Source: an optimization exercise on an open RTL-to-GDS flow (aim: small area and a short achievable clock period). Production flows keep margins and buffers that such runs may drop.
Only the layout flow was run in this run; the RTL was not checked for function there.
No activity file was given, so power comes from the tool's default toggle rates.

## run.sh

```bash
#!/bin/bash
# synth_recipe.tcl (not shown) runs the flow's synth.tcl, then flattens the netlist and writes it again
# the make line also repeats each setting of config.mk as NAME=value (left out here)
make -C /OpenROAD-flow-scripts/flow DESIGN_CONFIG=/design/flow/config.mk WORK_HOME=/design/flow/orfs CLKGATE_MAP_FILE= SYNTH_SCRIPT=/design/flow/synth_recipe.tcl finish
```

## config.mk

```make
export PLATFORM = sky130hd
export DESIGN_NAME = vliw_issue_sched
export DESIGN_NICKNAME = vliw_issue_sched
export VERILOG_FILES = /design/flow/design.v
export SDC_FILE = /design/flow/constraint.sdc
export NUM_CORES = 4
export LEC_CHECK = 0
export CAP_MARGIN = 30
export CORE_MARGIN = 2
export CORE_UTILIZATION = 40
export PLACE_DENSITY = 0.5
export SLEW_MARGIN = 30
```

## constraint.sdc

```tcl
create_clock -name core_clock -period 10.0 [get_ports {clk}]
set_input_delay 2.0000 -clock core_clock [delete_from_list [all_inputs] [get_ports {clk}]]
set_output_delay 2.0000 -clock core_clock [all_outputs]
set_load 0.01 [all_outputs]
```

## design.v

```verilog
package vliw_issue_sched_pkg;
    localparam int SLOT_W   = 32;
    localparam int NREG     = 32;
    localparam int SB_W     = 2 * NREG;
    localparam int REG_W    = 5;
    localparam int V_BIT    = 31;
    localparam int BANK_BIT = 30;
    localparam int OP_LSB   = 24;
    localparam int RD_LSB   = 19;
    localparam int RS1_LSB  = 14;
    localparam int RS2_LSB  = 9;
    localparam int IMM_LSB  = 0;
    typedef enum logic {
        S_IDLE = 1'b0,
        S_HOLD = 1'b1
    } state_t;
endpackage
import vliw_issue_sched_pkg::*;
module vliw_scoreboard (
    input  logic            clk,
    input  logic            rst,
    input  logic            issue,
    input  logic [SB_W-1:0] dest_mask,
    output logic [SB_W-1:0] sb_busy,
    output logic            iss1,
    output logic            iss2
);
    always_ff @(posedge clk or posedge rst) begin
        if (rst) begin
            sb_busy <= '0;
            iss1    <= 1'b0;
            iss2    <= 1'b0;
        end else begin
            iss1    <= issue;
            iss2    <= iss1;
            sb_busy <= ((issue | iss1) ? dest_mask : '0) | (iss2 ? sb_busy : '0);
        end
    end
endmodule
import vliw_issue_sched_pkg::*;
module vliw_issue_sched
#(
    parameter int NLANE   = 26,
    parameter int CNT_W   = 16
) (
    input  logic                    clk,
    input  logic                    rst,
    input  logic                    bundle_valid,
    output logic                    bundle_ready,
    input  logic [1023:0]           bundle,
    input  logic                    flush,
    output logic                    issue_valid,
    output logic [NLANE-1:0]        issue_lane_en,
    output logic [SLOT_W*NLANE-1:0] issue_slots,
    output logic [SB_W-1:0]         sb_busy,
    output logic [CNT_W-1:0]        stall_cycles,
    output logic                    err_waw
);
    vliw_issue_sched_pkg::state_t state;
    logic [SLOT_W*NLANE-1:0]   slots_q, slots_in;
    logic [NLANE-1:0]          v_in, dup, vk, lane_v;
    logic [5:0]                rd [NLANE];
    logic [5:0]                r1 [NLANE];
    logic [5:0]                r2 [NLANE];
    logic [SB_W-1:0]           dmask_in, umask_in, dmask_q;
    logic                      haz_in, haz_q, hazard, latch, issue, iss1, iss2, hold;
    generate
        if (SLOT_W * NLANE < 1024) begin : g_unused
            logic unused_bits;
            assign unused_bits = ^bundle[1023:SLOT_W*NLANE];
        end
    endgenerate
    always_comb begin
        for (int i = 0; i < NLANE; i++) begin
            v_in[i] = bundle[SLOT_W*i + V_BIT];
            rd[i]   = {bundle[SLOT_W*i + BANK_BIT], bundle[SLOT_W*i + RD_LSB  +: REG_W]};
            r1[i]   = {bundle[SLOT_W*i + BANK_BIT], bundle[SLOT_W*i + RS1_LSB +: REG_W]};
            r2[i]   = {bundle[SLOT_W*i + BANK_BIT], bundle[SLOT_W*i + RS2_LSB +: REG_W]};
        end
    end
    always_comb begin
        for (int i = 0; i < NLANE; i++) begin
            dup[i] = 1'b0;
            for (int j = 0; j < i; j++)
                if (v_in[j] && rd[i] == rd[j]) dup[i] = 1'b1;
            dup[i] = dup[i] & v_in[i];
        end
        vk = v_in & ~dup;
        slots_in = bundle[SLOT_W*NLANE-1:0];
        for (int i = 0; i < NLANE; i++) slots_in[SLOT_W*i + V_BIT] = vk[i];
    end
    always_comb begin
        dmask_in = '0;
        umask_in = '0;
        for (int i = 0; i < NLANE; i++) begin
            if (v_in[i]) dmask_in[rd[i]] = 1'b1;
            if (vk[i]) begin
                umask_in[r1[i]] = 1'b1;
                umask_in[r2[i]] = 1'b1;
            end
        end
        umask_in = umask_in | dmask_in;
        haz_in   = iss1 && |(umask_in & dmask_q);
    end
    assign hold         = (state == S_HOLD);
    assign bundle_ready = ~hold & ~flush;
    assign latch        = bundle_ready & bundle_valid;
    assign hazard       = hold & haz_q;
    assign issue        = hold & ~flush & ~haz_q;
    always_comb
        for (int i = 0; i < NLANE; i++) lane_v[i] = slots_q[SLOT_W*i + V_BIT];
    assign issue_valid   = issue;
    assign issue_lane_en = issue ? lane_v : '0;
    assign issue_slots   = slots_q;
    always_ff @(posedge clk or posedge rst) begin
        if (rst) begin
            state        <= S_IDLE;
            slots_q      <= '0;
            err_waw      <= 1'b0;
            stall_cycles <= '0;
        end else begin
            state   <= (latch | (hold & ~flush & haz_q)) ? S_HOLD : S_IDLE;
            err_waw <= latch && (|dup);
            if (latch) slots_q <= slots_in;
            if (hazard && stall_cycles != '1)
                stall_cycles <= stall_cycles + 1'b1;
        end
    end
    always_ff @(posedge clk) begin
        haz_q <= latch & haz_in;
        if (latch) dmask_q <= dmask_in;
    end
    vliw_scoreboard u_sb (
        .clk       (clk),
        .rst       (rst),
        .issue     (issue),
        .dest_mask (dmask_q),
        .sb_busy   (sb_busy),
        .iss1      (iss1),
        .iss2      (iss2)
    );
endmodule
```

==> impl_metrics.yaml <==
yosys:
  yosys-top-cells-area: "dfrtp_1 (19%), nand2_1 (11%), o22ai_1 (11%)"
  synthTopCellsByCount: "nand2_1 (3543), o22ai_1 (2095), xnor2_1 (1167)"
  synthArstFlopShare_pct: 93.4
  syn-cell-area_um2: 121000
  synth_top_area_cell: "dfrtp_1"
  syn_nets: 18500
  synth_cells: 17200
  ys_ff_latch: 981
  ys_seq_area_share_pct: 20.5
  synth_top_area_share_pct: 18.9
  avgSynthCellArea_um2: 7.05
  synth_ff_type: "dfrtp_1"
  synth_edf_count: 64
  synth-warning-count: 5
  yosysMostFrequentCell: "nand2_1"
  yosysUniqueCellTypes: 113
floorplan:
  die_x_um: 554
  start_util_pct: 40.1
  die_h_um: 554
  row_count: 202
  io_pins: 1969
placed_design:
  place_ws_ns: 1.34
  gp_congestion: 1.29
  port_buffers: 1776
  dpl.cell_count: 22000
  hpwl_mm: 864
clock_tree:
  cts_buffers: 114
  cts-htree-levels: 3
  cts_resized: 0
  root_buffer: "clkbuf_16"
  hold_buffers: 0
  numClockSinks: 981
  postCtsSetupBuffers: 0
  clock_path_buffers: 4
grt:
  grt_max_degree: 220
  grt_remaining_overflow: 55
  grt_pass1_wl_mm: 1570
  groute.usage.overall_pct: 74.1
  grt_pass1_vias: 170000
run_status:
  error: "[ERROR GRT-0116] Global routing finished with congestion. Check the congestion regions in the DRC Viewer."
  stop_stage: "global routing"
  outcome: "did not finish"
## power groups by stage
| stage | Clock, mW | Combinational, mW | Sequential, mW |
|---|---|---|---|
| CTS | 4.60 | 8.24 | 5.06 |
| detailed placement | 0 | 8.18 | 5.12 |
| global placement | 0 | 8.06 | 5.09 |
| floorplan | 0 | 3.51 | 5.18 |
## layer usage
| layer | GRT overflow | global-route usage, % |
|---|---|---|
| met5 | 1 | 28.9 |
| met1 | 0 | 75.3 |
| met3 | 0 | 58.4 |
| met2 | 30 | 90.7 |
| met4 | 24 | 70.5 |
## cell families after synthesis
group	Yosys count	synth area share (%)
mux	45	0.382
flops	981	20.5
fa+ha+maj	313	3.23
buf+inv	1844	6.31
compound gates	4900	27.2
simple gates	6936	26.8
xor+xnor	2155	15.6
## how the worst max path moves through the flow
stage               depth (start not counted)  startpoint                end  slack (ns)
global placement                           16   bundle[9]      haz_q$_DFF_P_        1.07
floorplan                                   1         rst  err_waw$_DFF_PP0_       -4.60
detailed placement                         16   bundle[9]      haz_q$_DFF_P_        1.34
CTS                                        16   bundle[9]      haz_q$_DFF_P_        2.26
## per-stage QoR
stage	cell area, um2	utilization [%]	hold WS, ns
floorplan	121000	-	0.367
global placement	142000	47.1	0.405
detailed placement	143000	47.2	0.391
CTS	147000	48.5	0.405
